This design comes from an exercise in tuning for small area and a short achievable clock period on the open sky130 flow, not from production work. Function was checked by simulation only, so behaviour that the tests miss may differ from the original. No activity file was given, so power comes from the tool's default toggle rates.

==> flow/design.v <==
module regfile_mp #(
    parameter int XLEN  = 32,
    parameter int NREGS = 32,
    parameter int NRD   = 2,
    parameter int NWR   = 2
) (
    input  logic                             clk,
    input  logic                             rst,
    input  logic [NRD*$clog2(NREGS)-1:0]     raddr,
    output logic [NRD*XLEN-1:0]              rdata,
    output logic [NRD-1:0]                   rbusy,
    input  logic [NWR-1:0]                   wen,
    input  logic [NWR*$clog2(NREGS)-1:0]     waddr,
    input  logic [NWR*XLEN-1:0]              wdata,
    input  logic                             alloc_en,
    input  logic [$clog2(NREGS)-1:0]         alloc_addr,
    output logic [$clog2(NREGS):0]           busy_cnt
);
    localparam int AW = $clog2(NREGS);
    localparam int CW = AW + 1;
    logic [NREGS-1:0][XLEN-1:0] rs_reg;
    logic [NREGS-1:0][XLEN-1:0] rs_next;
    logic [NREGS-1:0] busy_reg;
    logic [NREGS-1:0] busy_next;
    logic [CW-1:0]    busy_cnt_reg;
    logic [CW-1:0]    busy_cnt_next;
    always_comb begin
        rs_next   = rs_reg;
        busy_next = busy_reg;
        for (int j = 0; j < NWR; j++) begin
            if (wen[j] && (waddr[j*AW +: AW] != '0)) begin
                rs_next[waddr[j*AW +: AW]]   = wdata[j*XLEN +: XLEN];
                busy_next[waddr[j*AW +: AW]] = 1'b0;
            end
        end
        if (alloc_en && (alloc_addr != '0)) begin
            busy_next[alloc_addr] = 1'b1;
        end
    end
    always_comb begin
        busy_cnt_next = '0;
        for (int r = 0; r < NREGS; r++) begin
            busy_cnt_next = busy_cnt_next + CW'(busy_next[r]);
        end
    end
    always_ff @(posedge clk or posedge rst) begin
        if (rst) begin
            for (int r = 0; r < NREGS; r++) begin
                rs_reg[r] <= '0;
            end
            busy_reg     <= '0;
            busy_cnt_reg <= '0;
        end else begin
            rs_reg       <= rs_next;
            busy_reg     <= busy_next;
            busy_cnt_reg <= busy_cnt_next;
        end
    end
    assign busy_cnt = busy_cnt_reg;
    genvar gi;
    generate
        for (gi = 0; gi < NRD; gi++) begin : g_rd
            logic [AW-1:0] ra;
            assign ra = raddr[gi*AW +: AW];
            logic [XLEN-1:0] data_sel;
            logic            busy_sel;
            always_comb begin
                data_sel = rs_reg[ra];
                busy_sel = busy_reg[ra];
                for (int j = 0; j < NWR; j++) begin
                    if (wen[j] && (waddr[j*AW +: AW] == ra) && (ra != '0)) begin
                        data_sel = wdata[j*XLEN +: XLEN];
                        busy_sel = alloc_en && (alloc_addr == ra);
                    end
                end
                if (rst) begin
                    data_sel = '0;
                    busy_sel = 1'b0;
                end
            end
            assign rdata[gi*XLEN +: XLEN] = data_sel;
            assign rbusy[gi]              = busy_sel;
        end
    endgenerate
endmodule
==> flow/run.sh <==
#!/bin/bash
# synth_recipe.tcl (not shown) runs the flow's synth.tcl, then flattens the netlist and writes it again
# the make line also repeats each setting of config.mk as NAME=value (left out here)
make -C /OpenROAD-flow-scripts/flow DESIGN_CONFIG=/design/flow/config.mk WORK_HOME=/design/flow/orfs CLKGATE_MAP_FILE= SYNTH_SCRIPT=/design/flow/synth_recipe.tcl finish
==> flow/config.mk <==
export PLATFORM = sky130hd
export DESIGN_NAME = regfile_mp
export DESIGN_NICKNAME = regfile_mp
export VERILOG_FILES = /design/flow/design.v
export SDC_FILE = /design/flow/constraint.sdc
export NUM_CORES = 4
export LEC_CHECK = 0
export CAP_MARGIN = 20
export CORE_MARGIN = 2
export CORE_UTILIZATION = 25
export PLACE_DENSITY = 0.35
export SLEW_MARGIN = 20
==> flow/constraint.sdc <==
create_clock -name core_clock -period 8.0 [get_ports {clk}]
set_input_delay 1.6000 -clock core_clock [delete_from_list [all_inputs] [get_ports {clk}]]
set_output_delay 1.6000 -clock core_clock [all_outputs]
set_load 0.01 [all_outputs]
==> results of run 1 <==
-- critical path, stage by stage --
cell	delay, ns
clkdlybuf4s50_1	0.57
inv_1	0.09
ha_1	0.22
nor3b_1	0.14
ha_1	0.29
or3b_1	0.44
o41ai_4	0.35
buf_4	0.17
a31oi_1	0.10
a41o_1	0.31
fa_1	0.54
inv_1	0.05
fa_1	0.47
inv_1	0.06
fa_1	0.45
fa_1	0.50
inv_1	0.06
fa_1	0.50
fa_1	0.42
inv_1	0.07
ha_1	0.17
inv_1	0.07
fa_1	0.45
inv_1	0.08
a21o_1	0.11
a21oi_1	0.07
xnor2_1	0.13
-- where the power goes --
part,total [mW],internal [mW],switching (mW)
combinational,9.59,4.98,4.61
clock,6.80,3.92,2.88
sequential,9.40,7.50,1.90
-- placed cells by master, fill, tap and decap left out, drive strengths merged, types with 19 or more instances in the layout --
cell type | synthesis | layout
a21oi | 815 | 815
clkinv | 2 | 35
fa | 24 | 24
a31oi | 64 | 64
mux4 | 478 | 478
o211ai | 38 | 38
a221oi | 41 | 41
a2bb2oi | 122 | 122
a22oi | 264 | 264
and2 | 19 | 19
clkbuf | 561 | 216
nor2b | 24 | 24
clkdlybuf4s50 | 0 | 154
nand2 | 339 | 339
o22ai | 105 | 105
o221ai | 33 | 33
and3 | 23 | 23
nand2b | 19 | 19
nor2 | 963 | 963
a22o | 25 | 25
xor2 | 27 | 27
mux2i | 356 | 356
a32oi | 347 | 347
nor3 | 67 | 67
o21ai | 185 | 185
nand4 | 20 | 20
a211oi | 60 | 60
inv | 58 | 62
buf | 399 | 504
nand3 | 136 | 136
nor4 | 26 | 26
dfrtp | 1062 | 1062
mux2 | 28 | 28
-- metrics by stage --
step           std cells  total power [mW]  area [um^2]  utilization  TNS (ns)
2_1_floorplan       6946              15.3        69000            -         0
3_3_place_gp       10300              18.8        75600        0.276     -3.88
3_5_place_dp       10300              18.9        75600        0.276     -3.07
4_1_cts            10600              25.8        80400        0.293         0
5_1_grt            10600              27.1        80400        0.293  -0.00358
6_report           10600              25.8        80500        0.294         0
-- cells by family after synthesis --
logic type | Yosys count | synth area share
buffers and inverters | 1020 | 0.0645
flip-flops | 1062 | 0.385
multiplexers | 862 | 0.212
AND/OR/NAND/NOR | 1731 | 0.110
adder cells (fa/ha/maj) | 41 | 0.0100
AO/OA/AOI/OAI | 2189 | 0.212
XOR/XNOR | 41 | 0.00532
-- final cells by class --
type	count	share of cell area
multi-input cells	4864	0.480
flip-flops and latches	1062	0.330
repair buffers	659	0.0694
well taps	3686	0.0573
clock buffers	215	0.0530
clock inverters	47	0.00634
inverters	60	0.00313
diodes	14	0.000435
-- final timing paths --
check                      slack [ns]              end  cells after the start   startpoint
hold / removal                   0.39       rs_reg[20]                      0   rs_reg[20]
min in group asynchronous        0.94      rs_reg[305]                      2          rst
setup reg to reg                 2.38  busy_cnt_reg[4]                     21  busy_reg[0]
setup / recovery                 0.23  busy_cnt_reg[4]                     27     waddr[5]
max in group asynchronous        3.55      rs_reg[843]                      6          rst
hold reg to reg                  0.39       rs_reg[20]                      0   rs_reg[20]
-- metal layers --
layer,vias up,track usage,part of all wire
met5,-,0,0.00029
met4,18,0.150,0.053
met3,794,0.0594,0.082
met2,3927,0.461,0.44
met1,35100,0.424,0.43
li1,26100,-,-
==> impl_metrics.yaml, run 1 <==
cts:
  cts_setup_buffers: 0
  numCtsBuffers: 147
  cts-root-buf: "clkbuf_16"
  clkLatencyLatePin_ns: 0.84
  ctsHoldBuffers: 0
  cts.clk_slew.worst_paths_ns: 0.06
  clock-sinks: 1062
  clockBufferDepth: 3
  cts_tree: "done"
  cts_repair_resize_count: 1
  htree_levels: 4
drt:
  via_per_inst: 6.21
  drc: 0
  routed_wl_mm: 441
  routedWlPerCell_um: 41.6
  dr.pass1.iters: 6
  ant_nets: 0
  first_iter_violations: 9455
  dr_total_vias: 65900
sta:
  fin_skew_ns: 0.00729
  worstMarginPinSlew_ns: 1.25
  maxSlewHeadroom: 0.165
  layout_setup_ws_ns: 0.233
  period_share: 0.971
  setup_violations: 0
  maxSlewViolCount: 0
  fmax_mhz: 129
  finalHoldViolations: 0
  holdWs_ns: 0.394
  min_period_ns: 7.77
critical_path:
  crit_path_start_kind: "input port"
  endpoint_kind: "flop"
  crit_fanout: 2
  crit_required_ns: 8.73
  path_class: "in2reg"
  arrival_ns: 8.49
power_and_ir_drop:
  leakagePower_nw: 32.9
  vdd_ir_drop_max_mv: 1.01
  powerDensity_mw_per_mm2: 320
placed_design:
  portBuffers: 165
  dpl.hpwl_mm: 270
  globalplace.congestion: 0.873
  pre_cts_slack_ns: -0.806
floorplan:
  fp.dieH_um: 529
  dieArea_mm2: 0.280
  start_util: 0.252
  fp.dieW_um: 529
  ios: 166
  rows: 192
  core_area_mm2: 0.274
global_routing:
  grt_start_max_net_pins: 110
  antenna_found_initial: 31
  overflow: 0
  track_usage: 0.308
  grt_pass1_wl_mm: 593
  grt_pass1_vias: 63000
outcome:
  status: "timing/DRC/antenna clean"
yosys:
  synth_area_mm2: 0.0690
  syn-instance-count: 6946
  synth_most_common_cell: "dfrtp_1"
  syn_area_per_cell_um2: 9.93
  synth_seq_area_share: 0.385
  synth_largest_area_cell: "dfrtp_1"
  synth_enable_flop_cells: 0
  ys_types: 86
  ys_warn_count: 1
  synthArstFlopShare: 1.00
  synth_fp_nets: 7081
  synth-seq-cells: 1062
  synthTopCellsByCount: "dfrtp_1 (1062), nor2_1 (963), a21oi_1 (813)"
  synthFlopType: "dfrtp_1"
  synth.area.top_cells: "dfrtp_1 (39%), mux4_2 (16%), a21oi_1 (5.9%), nor2_1 (5.2%), mux2i_1 (5.2%)"
  synth_top_area_frac: 0.385
final_layout:
  drive_gt1_frac: 0.196
  fin_nets: 6929
  nFillCells: 28400
  largest_reg_flops: 1024
  area_growth_pct: 16.7
  seqCellArea_mm2: 0.0266
  multi_input_area_mm2: 0.0386
job:
  drv_cap: 0
worst_hold_path:
  hold_class: "reg2reg"
==> run 2, diff against run 1 <==
==> flow/design.v (replaced) <==
module regfile_mp #(
    parameter int XLEN  = 32,
    parameter int NREGS = 32,
    parameter int NRD   = 2,
    parameter int NWR   = 2
) (
    input  logic                             clk,
    input  logic                             rst,
    input  logic [NRD*$clog2(NREGS)-1:0]     raddr,
    output logic [NRD*XLEN-1:0]              rdata,
    output logic [NRD-1:0]                   rbusy,
    input  logic [NWR-1:0]                   wen,
    input  logic [NWR*$clog2(NREGS)-1:0]     waddr,
    input  logic [NWR*XLEN-1:0]              wdata,
    input  logic                             alloc_en,
    input  logic [$clog2(NREGS)-1:0]         alloc_addr,
    output logic [$clog2(NREGS):0]           busy_cnt
);
    localparam int AW = $clog2(NREGS);
    localparam int CW = AW + 1;
    logic [AW-1:0]   wa0, wa1;
    logic [XLEN-1:0] wd0, wd1;
    assign wa0 = waddr[AW-1:0];
    assign wa1 = waddr[2*AW-1:AW];
    assign wd0 = wdata[XLEN-1:0];
    assign wd1 = wdata[2*XLEN-1:XLEN];
    logic [NREGS-1:0] w0h, w1h, w0only, whit, alh;
    always_comb begin
        for (int i = 0; i < NREGS; i++) begin
            w0h[i] = (i != 0) && wen[0] && (wa0 == AW'(i));
            w1h[i] = (i != 0) && wen[1] && (wa1 == AW'(i));
            alh[i] = (i != 0) && alloc_en && (alloc_addr == AW'(i));
        end
        w0only = w0h & ~w1h;
        whit   = w0h | w1h;
    end
    logic [NREGS-1:0][XLEN-1:0] rf;
    logic [NREGS-1:0]           vld;
    logic [NREGS-1:0]           busy;
    logic [CW-1:0]              cnt;
    always_ff @(posedge clk) begin
        for (int i = 1; i < NREGS; i++) begin
            rf[i] <= ({XLEN{w1h[i]}} & wd1) | ({XLEN{w0only[i]}} & wd0) |
                     ({XLEN{~whit[i]}} & rf[i]);
        end
    end
    assign rf[0] = '0;
    always_ff @(posedge clk or posedge rst) begin
        if (rst) begin
            vld[NREGS-1:1]  <= '0;
            busy[NREGS-1:1] <= '0;
            cnt             <= '0;
        end else begin
            vld[NREGS-1:1]  <= vld[NREGS-1:1] | whit[NREGS-1:1];
            busy[NREGS-1:1] <= alh[NREGS-1:1] | (busy[NREGS-1:1] & ~whit[NREGS-1:1]);
            cnt             <= cnt + CW'(inc) - CW'(dec0) - CW'(dec1);
        end
    end
    assign vld[0]  = 1'b0;
    assign busy[0] = 1'b0;
    logic inc, dec0, dec1;
    assign inc  = |(alh & ~busy);
    assign dec0 = |(busy & w0h & ~alh);
    assign dec1 = |(busy & w1h & ~w0h & ~alh);
    assign busy_cnt = cnt;
    genvar gi;
    generate
        for (gi = 0; gi < NRD; gi++) begin : g_rd
            logic [AW-1:0]    ra;
            logic [NREGS-1:0] rh;
            logic [XLEN-1:0]  tree;
            logic             vr, br, f0, f1, fa, nz;
            assign ra = raddr[gi*AW +: AW];
            always_comb begin
                for (int i = 0; i < NREGS; i++) rh[i] = (ra == AW'(i));
                tree = '0;
                for (int i = 1; i < NREGS; i++) tree = tree | ({XLEN{rh[i]}} & rf[i]);
            end
            assign vr = |(rh & vld);
            assign br = |(rh & busy);
            assign nz = (ra != '0);
            assign f1 = wen[1] && (wa1 == ra) && nz && !rst;
            assign f0 = wen[0] && (wa0 == ra) && nz && !rst && !f1;
            assign fa = alloc_en && (alloc_addr == ra);
            assign rdata[gi*XLEN +: XLEN] = ({XLEN{f1}} & wd1) | ({XLEN{f0}} & wd0) |
                                            ({XLEN{vr & ~f0 & ~f1}} & tree);
            assign rbusy[gi] = (f0 | f1) ? fa : br;
        end
    endgenerate
endmodule
==> run 2 against run 1 <==
Still clean. Maximum frequency is 0.74% higher. First-iteration DRC count is 17% higher. Utilization is 0.46 points higher. Non-clock buffer count is 135 lower. Routed wire length hardly changed. Sequential power is 9.3% lower. Final cell count is 2.4% lower.
==> impl_metrics.yaml, run 2 <==
final_layout:
  final_common_cell: "mux2i_1"
  drive_gt1_frac: 0.105
  layout_common_cells: "mux2i_1 (1004), dfxtp_1 (992), a22oi_1 (916), nand2_1 (852), nor2_1 (577)"
  area_growth_pct: 18.8
  fin_nets: 7178
  largest_reg_flops: 992
  nFillCells: 24800
critical_path:
  cpMostUsedCell: "clkdlybuf4s50_1"
  crit_fanout: 12
  reg2reg_depth: 14
  endpoint_kind: "output port"
  path_class: "in2out"
  crit_path_start_kind: "input port"
  crit_required_ns: 6.40
  arrival_ns: 6.11
  cp_cell_sequence: "clkdlybuf4s50_1 > nand3b_2 > nor2_4 > buf_4 > a22oi_1 > nand2_1 > nor2_1 > and3_1 > o21ai_0 > clkdlybuf4s50_1"
  path_buf_inv: 3
  path_depth: 10
  slowest_delay_ns: 0.88
  crit_family: "buffers and inverters"
  crit_path_top_delay_cell: "nand3b_2"
drt:
  dr_total_vias: 64800
  routed_wl_mm: 441
  routedWlPerCell_um: 42.6
  ant_nets: 0
  drc: 0
  via_per_inst: 6.26
  first_iter_violations: 11100
  dr.pass1.iters: 7
floorplan:
  dieArea_mm2: 0.239
  fp.dieW_um: 489
  fp.dieH_um: 489
  core_area_mm2: 0.235
  rows: 178
  start_util: 0.251
  ios: 166
sta:
  finalHoldViolations: 0
  setup_violations: 0
  min_period_ns: 7.71
  maxSlewHeadroom: 0.143
  period_share: 0.964
  rsz0062_at_grt: "false"
  fin_skew_ns: 0.0118
  worstMarginPinSlew_ns: 1.29
  layout_setup_ws_ns: 0.290
  fmax_mhz: 130
  maxSlewViolCount: 0
  fin_setup_tns_ns: 0
cts:
  cts-root-buf: "clkbuf_16"
  clkLatencyLatePin_ns: 0.85
  cts.clk_slew.worst_paths_ns: 0.06
  cts_tree: "done"
  cts_repair_resize_count: 0
  clockBufferDepth: 3
  numCtsBuffers: 143
  ctsHoldBuffers: 0
  clock-sinks: 1060
  cts_setup_buffers: 0
  htree_levels: 4
yosys:
  synth_seq_area_share: 0.366
  synthFlopType: "dfxtp_1"
  synth-seq-cells: 1060
  synth_enable_flop_cells: 0
  ys_warn_count: 4
  synth_fp_nets: 7358
  syn_area_per_cell_um2: 8.12
  synthTopCellsByCount: "mux2i_1 (1004), dfxtp_1 (992), a22oi_1 (916)"
  synth_largest_area_cell: "dfxtp_1"
  synthArstFlopShare: 0.0642
  synth_area_mm2: 0.0589
  synth.area.top_cells: "dfxtp_1 (34%), mux2i_1 (17%), a22oi_1 (12%), nand2_1 (5.6%), a21oi_1 (4.8%)"
  ys_types: 87
  synth_top_area_frac: 0.337
  syn-instance-count: 7256
  synth_most_common_cell: "mux2i_1"
outcome:
  status: "timing/DRC/antenna clean"
worst_hold_path:
  hold_class: "reg2reg"
  whs_path_depth: 2
global_routing:
  track_usage: 0.355
  grt_start_max_net_pins: 69
  grt_pass1_vias: 57200
  antenna_found_initial: 32
  overflow: 0
  grt_pass1_wl_mm: 571
placed_design:
  portBuffers: 165
  dpl.hpwl_mm: 253
  globalplace.congestion: 0.922
  pre_cts_slack_ns: 0.495
power_and_ir_drop:
  powerDensity_mw_per_mm2: 267
  vdd_ir_drop_max_mv: 0.207
  leakagePower_nw: 29.0
job:
  drv_cap: 0
## run 2: logic make-up (layout without fill, tap and decap cells)
| logic type | after synthesis | after routing | share of synthesized area |
|---|---|---|---|
| and+or+nand+nor | 2029 | 2029 | 0.152 |
| DFF | 1060 | 1060 | 0.366 |
| xor gates and xnor gates | 31 | 31 | 0.00461 |
| buffers and inverters | 865 | 791 | 0.0599 |
| other | 0 | 22 | 0 |
| AOI/OAI and AO/OA | 2257 | 2257 | 0.244 |
| muxes | 1006 | 1006 | 0.171 |
| adders and majority gates | 8 | 8 | 0.00195 |
## run 2: cell type report
cell class | instances | area, um^2 | share of cell area
repair buffers | 524 | 4930 | 0.0704
inverters | 16 | 60.1 | 0.000858
well taps | 3150 | 3940 | 0.0563
flip-flops and latches | 1060 | 21600 | 0.308
multi-input cells | 5331 | 34700 | 0.496
clock buffers | 206 | 4180 | 0.0597
diodes | 22 | 55.1 | 0.000786
clock inverters | 45 | 534 | 0.00763
## run 2: final timing paths
check                       endpoint     start  slack [ns]
max reg2reg                   cnt[5]  busy[19]        3.98
min in group asynchronous     vld[1]       rst        1.33
min reg2reg                  rf[392]   rf[392]        0.51
max                        rdata[50]  raddr[9]        0.29
min                          rf[392]   rf[392]        0.51
max in group asynchronous   busy[27]       rst        6.09
## run 2: worst reg2reg max path, stage by stage, from the launching register on
cell	delay [ns]
dfrtp_1	0.46
o21ai_0	0.27
nor3_1	0.17
nor4_1	0.33
o2111ai_1	0.20
nor4_1	0.69
fa_1	0.55
ha_1	0.22
ha_1	0.21
inv_1	0.07
fa_1	0.22
inv_1	0.05
a21o_1	0.18
a21oi_1	0.19
xnor2_1	0.14
## run 2: metrics by stage
stage	power [mW]	cells	area [um^2]	hold WS, ns	utilization
after global placement	11.8	10100	65200	0.488	0.278
after floorplan	9.92	7256	58900	0.451	-
final	18.7	10400	70000	0.514	0.298
after global routing	19.3	10300	70000	0.528	0.298
after CTS	18.5	10300	69900	0.502	0.298
after detailed placement	11.8	10100	65200	0.486	0.278
## run 2: routing by layer
layer	GRT usage	vias up	routed length (um)
met5	0	-	265
met4	0.184	16	26000
met3	0.0855	1249	45500
met2	0.515	5101	183000
met1	0.483	32300	186000
li1	-	26100	-
## run 2: where the power goes
part           internal [mW]  switching (mW)  total [mW]
sequential              6.79            1.73        8.53
combinational           1.51            1.90        3.41
clock                   3.89            2.84        6.74

afterwards: timing with drivers on the ports:
How much do the figures lean on ideal ports? The routed layouts below were timed once more, with nothing changed but the port constraints. Step 1 assumes that a clkbuf_16 drives the clock port and a buf_2 every other input. Step 2 also shifts input and output timing later by t, the mid clock arrival at the registers, as if the neighbouring blocks saw the same clock. a / b / c = ideal / step 1 / step 2; a / b = the first two.
run | t (ns) | setup slack, ns | hold WS [ns]
run 1 | 0.940 | 0.233 / 0.223 / -0.657 | 0.394 / 0.394 / 0.394
run 2 | 0.929 | 0.290 / 0.099 / 0.099 | 0.514 / 0.514 / 0.514
With both steps, setup timing fails in run 1, where it was met with ideal ports. The setup slack of run 1, which loses most, moves by -0.010 ns with the drivers and by -0.890 ns with both steps.
